This is an optimization exercise on Yosys and OpenROAD, whose aim is small area, a short achievable clock period and few clock cycles per item, not a production implementation. Only simulation tests tie the RTL to the original design; equivalence was not proved. No activity file was given, so power comes from the tool's default toggle rates.

Setup of run A:
// icache_refill
module icache_refill #(
    parameter int unsigned NUM_SETS        = 16,
    parameter int unsigned WORDS_PER_BLOCK = 8,
    parameter logic [31:0] NOP_INSTR       = 32'h00000013
) (
    input  logic        CLK,
    input  logic        RST,
    input  logic [31:0] PC,
    input  logic        flush,
    output logic [31:0] rd,
    output logic        hit,
    output logic        stall,
    output logic        mem_req,
    output logic [31:0] mem_addr,
    input  logic        mem_ack,
    input  logic [31:0] mem_rdata
);
Size in the first run: ~12000 cells after synthesis, ~4700 flip-flops, roughly 140 I/O pins, about 0.14 mm2 of cells after synthesis.
clock: 7.0 ns
lec_check: 0
cap_margin: 20
core_margin: 2
core_utilization: 60
cts_buf_list: sky130_fd_sc_hd__clkbuf_16
cts_cluster_diameter: 90
cts_cluster_size: 25
place_density: 0.7
setup_slack_margin: 2.5
slew_margin: 60
synth_memory_max_bits: 16384
run.sh (not shown) runs the stock make flow with config.mk's settings and CLKGATE_MAP_FILE= SYNTH_SCRIPT=/design/flow/synth_recipe.tcl, a recipe that flattens the netlist after the stock synthesis.
Testbench counts of run A, summed over its fixed seeds: cycles 72,820, fetches 64,000.
> inputs changed (run A -> run B)
Settings: SETUP_SLACK_MARGIN changed from 2.5 to 2.0; SLEW_MARGIN changed from 60 to 20.
==> flow/flow/run.sh (new file) <==
#!/bin/bash
# The standard layout (the standard.sh: ORFS from synthesis to the final layout),
# with gate sizing allowed to change a cell's footprint (the platform default restricts
# timing repair to swaps between cells of the same width). ORFS writes each step's log
# under orfs/logs; make's own output goes to standard_flow.log here.
set -euo pipefail
bash standard.sh MATCH_CELL_FOOTPRINT=0 finish > standard_flow.log 2>&1
==> flow/standard.sh (new file) <==
#!/bin/bash
# synth_recipe.tcl (not shown) runs the flow's synth.tcl, then flattens the netlist and writes it again
# the make line also repeats each setting of config.mk as NAME=value (left out here)
make -C /OpenROAD-flow-scripts/flow DESIGN_CONFIG=/design/flow/config.mk WORK_HOME=/design/flow/orfs CLKGATE_MAP_FILE= SYNTH_SCRIPT=/design/flow/synth_recipe.tcl "${@:-finish}"
removed: flow/run.sh
Notes after the runs:
The worst setup slack of run B exceeds that of run A by 0.047 ns. | latest clock arrival within the worst-skew pair | higher: run A |. Looking at portion of total power attributed to the clock network, run B sits 0.2 points higher than run A does. Looking at worst path arrival time, run B sits 0.05 ns lower than run A does. Summary of run B over run A: post-route core utilization lost 1.2 points; worst slew slack as a fraction of its limit lost 40 points; wire length of the first global-routing pass picked up an extra 1.6%; proportion of power drawn by combinational gates lost 0.3 points.
The following lists how run C was set up differently from run B:
Settings: CORE_UTILIZATION: 60 -> 57; SLEW_MARGIN: 20 -> 60.
==> flow/run.sh (new file) <==
#!/bin/bash
# synth_recipe.tcl (not shown) runs the flow's synth.tcl, then flattens the netlist and writes it again
# the make line also repeats each setting of config.mk as NAME=value (left out here)
make -C /OpenROAD-flow-scripts/flow DESIGN_CONFIG=/design/flow/config.mk WORK_HOME=/design/flow/orfs CLKGATE_MAP_FILE= SYNTH_SCRIPT=/design/flow/synth_recipe.tcl finish
removed: flow/flow/run.sh
removed: flow/standard.sh
On run C: count of clock buffers in the final design is 5 lower than what run B gave. Diff run B -> run C: number of filler cells placed in the layout increased by 10% relative to the old numbers; cell area after placement increased by 0.0017 mm2 relative to the old numbers; first-iteration detailed-routing DRC count decreased by 418 relative to the old numbers; slew at the pin closest to its max-slew limit decreased by 0.58 ns relative to the old numbers; wire length of the first global-routing pass decreased by 6700 um relative to the old numbers. | power | run B vs run C | ≈ equal |.
### run C -> run D
Settings: CORE_UTILIZATION: 57 -> 60; SLEW_MARGIN: 60 -> 20.
Notes after the runs:
Going from run C to run D, sequential cell area share shrank by 0.76 points, buffer count excluding the clock tree in the final layout grew by about 10%. Of run D and run C, the higher portion of the clock cycle consumed by the worst path in the final layout belongs to run C. In the metrics for run D and run C, the one carrying the lower synthesis-to-layout area growth is run C. When run D is measured against run C, its via count turns out 2.9% higher. Compared with run C, in run D width of the die lower; switching share of power roughly the same; placeable core region lower.

-- what the ideal ports hide --
In the flow no input, the clock included, has a driving cell. The finished layouts below were timed again as built, in two steps. Step 1: set_driving_cell puts a clkbuf_16 on CLK and a buf_2 on each other input, an assumption about the parent block. Step 2 times the ports against the registers' clock, not the clock port: input delays grow and output delays shrink by t, the midpoint of the rising clock arrivals with the driver on. Three values: ideal, step 1, step 2; two values: the first two.
run | t (ns) | setup WS [ns] | worst hold slack (ns) | latest minus earliest clock arrival (ns) | worst slew at a driven data input, ns
run A | 1.028 | 1.263 / 1.019 / 1.019 | 0.327 / 0.327 / 0.327 | 0.047 / 0.046 | 0.36
run B | 0.999 | 1.311 / 0.981 / 0.981 | 0.317 / 0.317 / 0.317 | 0.048 / 0.048 | 0.53
run C | 1.018 | 1.211 / 0.865 / 0.865 | 0.320 / 0.320 / 0.320 | 0.056 / 0.057 | 0.46
run D | 1.006 | 1.345 / 1.018 / 1.018 | 0.332 / 0.332 / 0.332 | 0.048 / 0.047 | 0.48
After both steps setup and hold are still met in every run listed. The setup slack of run C, which loses most, moves by -0.346 ns with the drivers and by -0.346 ns with both steps.
